Source: an optimization exercise on an open RTL-to-GDS flow (aim: a short achievable clock period, few clock cycles per item and low power). Production flows keep margins and buffers that such runs may drop. Where RTL was checked, it was by simulation tests only, not by an equivalence proof against the original. Only the layout flow was run in run 1; the RTL was not checked for function there. Power is estimated from default activity; no workload was simulated.

==> flow/design.v (outline; a module is shown in full before it is edited, if it fits) <==
// module fp_round: 86 lines
// module fmul_pipe: 1814 lines
module fmul_pipe
#(
    parameter int EXP   = 8,
    parameter int FRAC  = 23,
    parameter int WIDTH = EXP + FRAC + 1
) (
    input  logic              clk,
    input  logic              rst,
    input  logic              in_valid,
    output logic              in_ready,
    input  logic [WIDTH-1:0]  a,
    input  logic [WIDTH-1:0]  b,
    input  logic [1:0]        round_mode,
    output logic              out_valid,
    input  logic              out_ready,
    output logic [WIDTH-1:0]  r,
    output logic [NFLAGS-1:0] flags
);
  // ...
==> flow/run.sh <==
#!/bin/bash
# synth_recipe.tcl (not shown) runs the flow's synth.tcl, then flattens the netlist and writes it again
# the make line also repeats each setting of config.mk as NAME=value (left out here)
make -C /OpenROAD-flow-scripts/flow DESIGN_CONFIG=/design/flow/config.mk WORK_HOME=/design/flow/orfs CLKGATE_MAP_FILE= SYNTH_SCRIPT=/design/flow/synth_recipe.tcl finish
==> flow/config.mk <==
export PLATFORM = sky130hd
export DESIGN_NAME = fmul_pipe
export DESIGN_NICKNAME = fmul_pipe
export VERILOG_FILES = /design/flow/design.v
export SDC_FILE = /design/flow/constraint.sdc
export NUM_CORES = 4
export LEC_CHECK = 0
export CAP_MARGIN = 20
export CORE_MARGIN = 2
export CORE_UTILIZATION = 65
export PLACE_DENSITY = 0.75
export SETUP_SLACK_MARGIN = 4.5
export SLEW_MARGIN = 20
==> flow/constraint.sdc <==
create_clock -name core_clock -period 8.0 [get_ports {clk}]
set_input_delay 1.6000 -clock core_clock [delete_from_list [all_inputs] [get_ports {clk}]]
set_output_delay 1.6000 -clock core_clock [all_outputs]
set_load 0.01 [all_outputs]
==> run notes, run 1 <==
Logic synthesis
Summing the sequential cell areas from Yosys gives 30.1% of the chip area. Counting every instance in the synthesized netlist gives 3550. The simple-gate area share of the yosys netlist is 14.4%. The main combinational cell family by area after synthesis is adder cells.

Pwr
Power attributed to the clock group is 2.40 mW. The internal portion of the total power is 8.05 mW. Power attributed to sequential cells is 3.90 mW. Total power for the finished layout comes to 13.9 mW. In this run the power density over the cells is 325 nW/µm². The largest voltage drop on the vdd net is 0.268 mV.

GRT
The global route total overflow is 0. The global-route usage over all layers is 37.8%. The routing layer with the top usage in global route is met2.

Layout
Leaving out fill and tap cells, the most frequent cell in the layout is sky130_fd_sc_hd__inv_1. Across the whole layout, multi-input logic makes up 53.8% of the cell area. The final net count is 4447.

The number of logic inverters in the finished layout is 699. Non-clock buffering takes up 8.53% of total cell area after layout. The clock buffer count is 65.

Route
The number of remaining DRC errors is 0. The first TritonRoute pass finished after 8 iterations. The average routed wire per standard cell is 24.1 µm.

Clock network
Counting every sink on the clock net gives 439. Buffers added to address setup during post-CTS repair amount to 144.

Timing
Across all hold checks on the routed design, the worst slack comes to 321 ps.

Setup path
The number of cells on the critical path is 12. The most numerous cell type found on the critical path is sky130_fd_sc_hd__fa_1. The most critical setup path has its startpoint at xb_B[18].

Outcome
The flow ran to the end and the layout has no timing, DRC or antenna violations.

Hold path
The worst hold path belongs to the class reg2reg.

Floorplanning
The floorplan step set the die height to 238 µm.
==> module fp_round, before the edit <==
module fp_round (
    input  logic        i_sign,
    input  logic        i_rne,      
    input  logic        i_dirup,    
    input  logic        i_spec,     
    input  logic        i_nan,
    input  logic        i_inf,
    input  logic [7:0]  i_ex0,
    input  logic [7:0]  i_ex1,
    input  logic [7:0]  i_ex2,
    input  logic        i_uf0,
    input  logic        i_uf1,
    input  logic        i_of0,
    input  logic        i_of1,
    input  logic        i_of2,
    input  logic [26:0] i_p,
    input  logic        i_stl,
    output logic [31:0] o_res,
    output logic [4:0]  o_flags
);
    logic        hi;
    logic [22:0] m1, m0, inc1, inc0, mr1, mr0;
    logic        g1, r1, s1, g0, r0, s0, nx1, nx0, up1, up0, all1, all0, cy1, cy0;
    assign hi  = i_p[26];
    assign m1  = i_p[25:3];
    assign g1  = i_p[2];
    assign r1  = i_p[1];
    assign s1  = i_p[0] | i_stl;
    assign m0  = i_p[24:2];
    assign g0  = i_p[1];
    assign r0  = i_p[0];
    assign s0  = i_stl;
    assign nx1 = g1 | r1 | s1;
    assign nx0 = g0 | r0 | s0;
    assign up1 = i_rne ? (g1 & (r1 | s1 | m1[0])) : (i_dirup & nx1);
    assign up0 = i_rne ? (g0 & (r0 | s0 | m0[0])) : (i_dirup & nx0);
    always_comb begin
        for (int k = 0; k < 23; k++) begin
            inc1[k] = m1[k] ^ (&(m1 | ~((23'd1 << k) - 23'd1)));
            inc0[k] = m0[k] ^ (&(m0 | ~((23'd1 << k) - 23'd1)));
        end
    end
    assign all1 = &m1;
    assign all0 = &m0;
    assign cy1  = up1 & all1;
    assign cy0  = up0 & all0;
    assign mr1  = up1 ? inc1 : m1;
    assign mr0  = up0 ? inc0 : m0;
    logic        nx, uf, of;
    logic [7:0]  ex;
    logic [22:0] fr;
    assign nx = hi ? nx1 : nx0;
    assign fr = hi ? mr1 : mr0;
    assign uf = hi ? i_uf1 : i_uf0;
    always_comb begin
        case ({hi, hi ? cy1 : cy0})
            2'b00:   begin ex = i_ex0; of = i_of0; end
            2'b11:   begin ex = i_ex2; of = i_of2; end
            default: begin ex = i_ex1; of = i_of1; end
        endcase
    end
    always_comb begin
        o_flags = 5'd0;
        if (i_spec) begin
            if (i_nan) begin
                o_res = 32'h7FC00000;
                o_flags[FLAG_NV] = 1'b1;
            end else if (i_inf) begin
                o_res = {i_sign, 8'hFF, 23'd0};
            end else begin
                o_res = {i_sign, 31'd0};
            end
        end else if (uf) begin
            o_res = {i_sign, 31'd0};
            o_flags[FLAG_UF] = 1'b1;
            o_flags[FLAG_NX] = 1'b1;
        end else if (of) begin
            o_res = (i_rne | i_dirup) ? {i_sign, 8'hFF, 23'd0} : {i_sign, 8'hFE, 23'h7FFFFF};
            o_flags[FLAG_OF] = 1'b1;
            o_flags[FLAG_NX] = 1'b1;
        end else begin
            o_res = {i_sign, ex, fr};
            o_flags[FLAG_NX] = nx;
        end
    end
endmodule
==> run 2, diff against run 1 <==
--- a/flow/design.v
+++ b/flow/design.v
@@ -22,29 +22,34 @@
 import fp_pkg::*;
 module fp_round (
     input  logic        i_sign,
     input  logic        i_rne,      
     input  logic        i_dirup,    
     input  logic        i_spec,     
     input  logic        i_nan,
     input  logic        i_inf,
-    input  logic [7:0]  i_ex0,
-    input  logic [7:0]  i_ex1,
-    input  logic [7:0]  i_ex2,
-    input  logic        i_uf0,
-    input  logic        i_uf1,
-    input  logic        i_of0,
-    input  logic        i_of1,
-    input  logic        i_of2,
+    input  logic [9:0]  i_e0,       
     input  logic [26:0] i_p,
     input  logic        i_stl,
     output logic [31:0] o_res,
     output logic [4:0]  o_flags
 );
+    logic signed [9:0] e0;
+    logic [7:0]  i_ex0, i_ex1, i_ex2;
+    logic        i_uf0, i_uf1, i_of0, i_of1, i_of2;
+    assign e0    = i_e0;
+    assign i_ex0 = e0[7:0];
+    assign i_ex1 = e0[7:0] + 8'd1;
+    assign i_ex2 = e0[7:0] + 8'd2;
+    assign i_uf0 = (e0 <= 0);
+    assign i_uf1 = (e0 < 0);
+    assign i_of0 = (e0 >= 255);
+    assign i_of1 = (e0 >= 254);
+    assign i_of2 = (e0 >= 253);
     logic        hi;
     logic [22:0] m1, m0, inc1, inc0, mr1, mr0;
     logic        g1, r1, s1, g0, r0, s0, nx1, nx0, up1, up0, all1, all0, cy1, cy0;
     assign hi  = i_p[26];
     assign m1  = i_p[25:3];
     assign g1  = i_p[2];
     assign r1  = i_p[1];
     assign s1  = i_p[0] | i_stl;
@@ -1827,62 +1832,44 @@
     always_ff @(posedge clk) inf_E <= inf_B;
     logic [9:0] e0_E;
     always_ff @(posedge clk) e0_E <= e0_B;
     logic [47:0] prod;
     assign prod = r0_E + r1_E;
     logic [20:0] zx, zo;
     assign zx = r0_E[20:0] ^ r1_E[20:0];
     assign zo = {r0_E[19:0] | r1_E[19:0], 1'b0};
-    logic [9:0] e0p1, e0p2;
-    assign e0p1 = e0_E + 10'd1;
-    assign e0p2 = e0_E + 10'd2;
     logic v2;
     always_ff @(posedge clk or posedge rst)
         if (rst) v2 <= 1'b0;
         else v2 <= v1;
     logic sgn_F;
     always_ff @(posedge clk) sgn_F <= sgn_E;
     logic rne_F;
     always_ff @(posedge clk) rne_F <= rne_E;
     logic dirup_F;
     always_ff @(posedge clk) dirup_F <= dirup_E;
     logic spec_F;
     always_ff @(posedge clk) spec_F <= spec_E;
     logic nan_F;
     always_ff @(posedge clk) nan_F <= nan_E;
     logic inf_F;
     always_ff @(posedge clk) inf_F <= inf_E;
-    logic [7:0] ex0_F;
-    always_ff @(posedge clk) ex0_F <= e0_E[7:0];
-    logic [7:0] ex1_F;
-    always_ff @(posedge clk) ex1_F <= e0p1[7:0];
-    logic [7:0] ex2_F;
-    always_ff @(posedge clk) ex2_F <= e0p2[7:0];
-    logic uf0_F;
-    always_ff @(posedge clk) uf0_F <= $signed(e0_E) <= 0;
-    logic uf1_F;
-    always_ff @(posedge clk) uf1_F <= $signed(e0_E) < 0;
-    logic of0_F;
-    always_ff @(posedge clk) of0_F <= $signed(e0_E) >= 255;
-    logic of1_F;
-    always_ff @(posedge clk) of1_F <= $signed(e0_E) >= 254;
-    logic of2_F;
-    always_ff @(posedge clk) of2_F <= $signed(e0_E) >= 253;
+    logic [9:0] e0_F;
+    always_ff @(posedge clk) e0_F <= e0_E;
     logic [26:0] p_F;
     always_ff @(posedge clk) p_F <= prod[47:21];
     logic stl_F;
     always_ff @(posedge clk) stl_F <= |(zx ^ zo);
     logic [31:0] x_r;
     logic [4:0]  x_f;
     fp_round u_round (
         .i_sign(sgn_F), .i_rne(rne_F), .i_dirup(dirup_F),
         .i_spec(spec_F), .i_nan(nan_F), .i_inf(inf_F),
-        .i_ex0(ex0_F), .i_ex1(ex1_F), .i_ex2(ex2_F),
-        .i_uf0(uf0_F), .i_uf1(uf1_F), .i_of0(of0_F), .i_of1(of1_F), .i_of2(of2_F),
+        .i_e0(e0_F),
         .i_p(p_F), .i_stl(stl_F),
         .o_res(x_r), .o_flags(x_f));
     localparam int NB = 4;
     localparam int K  = NB + 1;
     logic        hv;
     logic [36:0] h_q;
     logic [36:0] bq [NB];
     logic [2:0]  bcnt, rp, wp, cnt;
==> flow/config.mk (replaced) <==
export PLATFORM = sky130hd
export DESIGN_NAME = fmul_pipe
export DESIGN_NICKNAME = fmul_pipe
export VERILOG_FILES = /design/flow/design.v
export SDC_FILE = /design/flow/constraint.sdc
export NUM_CORES = 4
export LEC_CHECK = 0
export CAP_MARGIN = 20
export CORE_MARGIN = 2
export CORE_UTILIZATION = 40
export SETUP_SLACK_MARGIN = 4.5
export SLEW_MARGIN = 20
==> run 2 against run 1 <==
First-iteration DRC count shrank 16%; still clean on timing, DRC and antenna; non-clock buffer count up 1; final cell count increased by 11%; wire length down 2.5%; combinational power decreased by 4.3%; global-route usage down 15 points; register-to-register slack gained 90 ps; utilization decreased by 31 points; synthesized area shrank 0.34%; sequential cell count down 18; critical path depth up 1.
==> run notes, run 2 <==
Layout
The flip-flop count of the largest register after layout came to 144 (unchanged). The register containing the most flip-flops in the final layout is bq (unchanged). The synthesis-to-finish area growth is 20.8% (about the same).

The number of fill cells is 8034 (was 3297). The final design area excluding fillers came to 42700 µm² (was 42900 µm²). Top library cells by usage in the layout, fill and taps aside: sky130_fd_sc_hd__inv_1, sky130_fd_sc_hd__fa_1, sky130_fd_sc_hd__and2_1 (unchanged). The final net count was 4473 (was 4447).

Largest regs: bq (144), r0_E (47), r1_E (45) (unchanged). The most common cell after layout, fill and taps aside is sky130_fd_sc_hd__inv_1 (unchanged). The share of the core filled with cells in the final layout is 48.6% (was 79.5%). The fraction of layout cells with a size suffix above 1 is 21.6% (was 22.5%).

The final instance count without filler cells is 4977 (was 4488).

Logic synthesis
The portion of synthesized cell area occupied by the leading cell type is 27.8% (was 27.7%). The compound-gate portion of the synthesized area is 9.66% (was 8.44%). The average size of a mapped cell is 9.88 µm² (was 10.0 µm²). The most frequently used cell type in the post-synthesis netlist is sky130_fd_sc_hd__inv_1 (unchanged). The unique cell type count in the Yosys netlist is 94 (was 88).

The number of cells produced by synthesis is 3579 (was 3550). The net count after synthesis is 4277 (was 4248). The main combinational cell family by area after synthesis was adder cells (unchanged). The post-synthesis instance area came to 35400 µm² (was 35500 µm²). The synthesized-area fraction occupied by adder cells is 32.6% (was 32.5%). The post-synthesis sequential element count is 421 (was 439). The part of the Yosys area used for sequential elements is 29.2% (was 30.1%). The simple-gate area share of the yosys netlist is 14.6% (was 14.4%). The post-synthesis share of cell area spent on xor and xnor gates came to 2.11% (was 2.32%). The async set or reset register ratio after synthesis is 4.04% (was 3.87%).

The largest area contributor in the synthesized netlist is sky130_fd_sc_hd__fa_1 (unchanged). Leading post-synthesis cells by instance count: sky130_fd_sc_hd__inv_1, sky130_fd_sc_hd__fa_1, sky130_fd_sc_hd__and2_1, sky130_fd_sc_hd__nand2_1, sky130_fd_sc_hd__dfxtp_1 (unchanged). The leading register cell type out of synthesis is sky130_fd_sc_hd__dfxtp_1 (unchanged). The yosys synthesis warning count is 3 (unchanged). Most area-consuming cells after synthesis: sky130_fd_sc_hd__fa_1, sky130_fd_sc_hd__edfxtp_1, sky130_fd_sc_hd__dfxtp_1 (unchanged). The number of synthesized flops with an enable pin is 180 (unchanged).

The share of synthesized area spent on multiplexers is 2.30% (was 2.68%).

Place
The placement-stage cell area came to 38100 µm² (was 37400 µm²). The placed instance count is 4696 (was 4196). The placed wire-length estimate is 66200 µm (was 64100 µm). The setup slack at placement came to 3160 ps (was 2510 ps).

The number of buffer cells added on primary ports came to 107 (unchanged). The global placer's final weighted congestion was 0.903 (was 0.902).

Timing
The final clock skew is 28.9 ps (was 39.8 ps). The setup TNS was 0 ps (unchanged). The setup violation total in the final timing report is 0 (unchanged). The number of hold violations in the final report is 0 (unchanged).

Setup repair after global routing missed its margin: yes (unchanged). The final critical-path required period is 4350 ps (was 4440 ps). The fraction of the cycle the final worst path needs was 54.3% (was 55.5%). The relative slew slack is 38.1% (was 27.5%). The highest clock rate is 230 MHz (was 225 MHz).

The worst hold margin came to 325 ps (was 321 ps). The setup slack after layout is 3650 ps (was 3560 ps). The count of pins over their slew limit was 0 (unchanged).

The transition time at the pin with the least slew margin came to 929 ps (was 1090 ps).

Clock network
The TritonCTS buffer count is 44 (was 47). The cell chosen for the clock root is sky130_fd_sc_hd__clkbuf_16 (unchanged). The clock tree from TritonCTS is done (unchanged). The clock transition time at the flip-flop clock pins of the worst setup and hold paths came to 70 ps (about the same). The maximum level of the CTS H-tree was 2 (unchanged). The buffer depth of the longest clock path came to 3 (unchanged). The CTS sink count was 421 (was 439).

The clock insertion delay at the later pin of the skew report is 600 ps (was 620 ps).

Setup path
The required time of the worst setup path is 8520 ps (was 8470 ps). The worst path arrival time is 4870 ps (was 4910 ps). The cell with the largest stage delay on the worst path is sky130_fd_sc_hd__fa_2 (was sky130_fd_sc_hd__fa_1). The type of element launching the critical path is a flop (unchanged).

The critical register-to-register path startpoint is xa_B[3] (was xb_B[18]). The delay of the slowest cell on the worst path is 530 ps (was 570 ps). The depth of the worst register-to-register path is 13 (was 12). The critical path capture point type was a flop (unchanged). Worst path cell trace: nand2_1 -> fa_1 -> inv_1 -> fa_1 -> inv_1 -> fa_1 -> inv_1 -> fa_2 -> inv_2 -> fa_2 -> fa_1 -> inv_1 -> fa_2 (was and2_4 -> fa_1 -> fa_1 -> inv_2 -> fa_1 -> inv_2 -> fa_2 -> inv_2 -> fa_2 -> fa_1 -> inv_2 -> fa_1). The critical path class is reg2reg (unchanged). The highest fanout seen on the critical path was 9 (was 12).

The worst-case register-to-register setup slack is 3650 ps (was 3560 ps). The endpoint of the lowest-slack register-to-register path is r1_E[24] (was r1_E[27]).

Floorplanning
The starting utilization of the core area is 40.2% (was 65.8%). The area of the core is 88000 µm² (was 53900 µm²). The number of cell rows came to 109 (was 85).

The die outline height is 301 µm (was 238 µm). The number of top-level design ports is 109 (unchanged). The die area came to 90800 µm² (was 56500 µm²).

The die width came to 301 µm (was 238 µm).

Pwr
The standby leakage power is 19.1 nW (was 19.0 nW). The internal power was 7.55 mW (was 8.05 mW). The total design power is 13.2 mW (was 13.9 mW).

The share of total power consumed by net switching is 42.6% (was 42.2%). The power density over the cells is 308 nW/µm² (was 325 nW/µm²). The clock share of power is 16.4% (was 17.3%). The switching power of the nets is 5.60 mW (was 5.87 mW). The largest voltage drop on the vdd net is 0.263 mV (was 0.268 mV). The portion of total power attributed to combinational logic is 55.3% (was 54.7%). The power share of the sequential group came to 28.3% (was 28.0%).

Outcome
Run status: no timing/DRC/antenna violations (unchanged).

Hold path
The start point of the worst hold path is spec_E (was inf_E). The number of instances on the worst hold path is 0 (unchanged). The end point of the worst hold path is spec_F (was inf_F). The worst hold path class is reg2reg (unchanged).

GRT
The global-route met3 utilization is 5.02% (was 8.98%). The global routing usage on met2 was 37.4% (was 62.2%). The pin count of the biggest net entering global routing came to 46 (was 75). The number of antenna violations at the first check in global routing came to 4 (was 7).

The via count of the first global-routing pass came to 26961 (was 27985). The met1 track utilization from global routing is 30.8% (was 46.3%). The global route total overflow is 0 (unchanged).

The first-pass GRT wire length is 160000 µm (about the same). The global-route usage over all layers was 23.2% (was 37.8%). The routing layer with the top usage in global route is met2 (unchanged).

Route
The count of vias placed by the detailed router is 26051 (was 27253). The remaining antenna violation count after routing is 0 (unchanged). The average routed wire per standard cell was 21.2 µm (was 24.1 µm). The number of remaining DRC errors is 0 (unchanged). The number of vias per cell after detailed routing is 5.23 (was 6.07). The first-pass iteration count of the detailed router is 7 (was 8).

The DRC violation total after the first TritonRoute iteration is 2041 (was 2425). The overall routed net length is 105000 µm (was 108000 µm).

Flow run
The number of violations of the max-capacitance limit is 0 (unchanged).
## run 2: kinds of logic (layout without fill, tap and decap cells)
group,Yosys count,count (layout)
flops,421,421
other cells,1,2
buf+inv,886,1116
fa+ha+maj,628,628
xor+xnor,85,85
simple gates,1002,1003
compound gates,478,479
mux,78,78
## run 2: what timing repair did
action	4_1_cts	5_1_grt
hold buffers	0	0
pin swaps	111	70
buffers inserted	130	57
resized for setup	342	207
setup endpoints to repair	341	205
cloned	9	2
## run 2: cell type report
class,instances,area (µm²),area share (%)
diodes,1,2.50,0.00586
multi-input cells,2274,23200,54.4
clock buffers,62,1320,3.10
flip-flops and latches,421,10500,24.5
well taps,1165,1460,3.41
repair buffers,324,3300,7.73
repair inverters,2,25.0,0.0586
inverters,708,2700,6.32
clock inverters,20,210,0.492
## run 2: per-layer routing
metal  wire [µm]  up-vias
met5          83        -
met4        4360        6
met3        8180      227
met2       48100     1060
met1       44800    13016
li1            -    11742
## run 2: worst max path at each step
stage                   from  cells after the start        to
global route         xa_B[2]                     13  r1_E[24]
finish               xa_B[3]                     13  r1_E[24]
floorplan           xa_B[10]                     13  r1_E[25]
global placement        b[4]                     10  xb_B[15]
detailed placement      b[4]                     10  xb_B[15]
CTS                  xa_B[9]                     13  r1_E[24]
## run 2: power by group through the flow
stage,registers [mW],clock network [mW],logic (mW)
floorplan,3.59,0,4.88
global placement,3.79,0,6.70
detailed placement,3.80,0,6.83
CTS,3.71,2.20,7.12
global route,3.77,2.28,8.33
finish,3.72,2.16,7.28
## run 2: worst max-delay path: cells and delay by family (launching register included)
kind | cells | cell delay [ps]
DFF | 1 | 460
adders and majority gates | 7 | 3420
buffers and inverters | 5 | 260
and+or+nand+nor | 1 | 110
Testbench counts of run 2, summed over its fixed seeds: cycles 32,032, items 32,000.

-- static timing again, ports no longer ideal --
The flow's constraints put no driver on any port. The routed layouts listed below were extracted and timed again, unchanged, in two steps. Step 1, drivers: a clkbuf_16 drives clk and a buf_2 each remaining input, both assumed. Step 2 adds t to the input delays and takes it off the output delays; t is the mean of the earliest and latest rising clock arrival at the registers after step 1. Input paths then give back, and output paths get back, about the clock's delay inside the block. Slacks: ideal / step 1 / step 2; pairs: ideal / step 1.
run | t (ns) | setup WS [ns] | worst data-port slew with drivers (ns)
run 1 | 0.667 | 3.559 / 3.559 / 3.379 | 0.10
run 2 | 0.653 | 3.654 / 3.654 / 3.654 | 0.04
After both steps setup and hold are still met in every run listed. The setup slack of run 1, which loses most, moves by 0.000 ns with the drivers and by -0.180 ns with both steps.
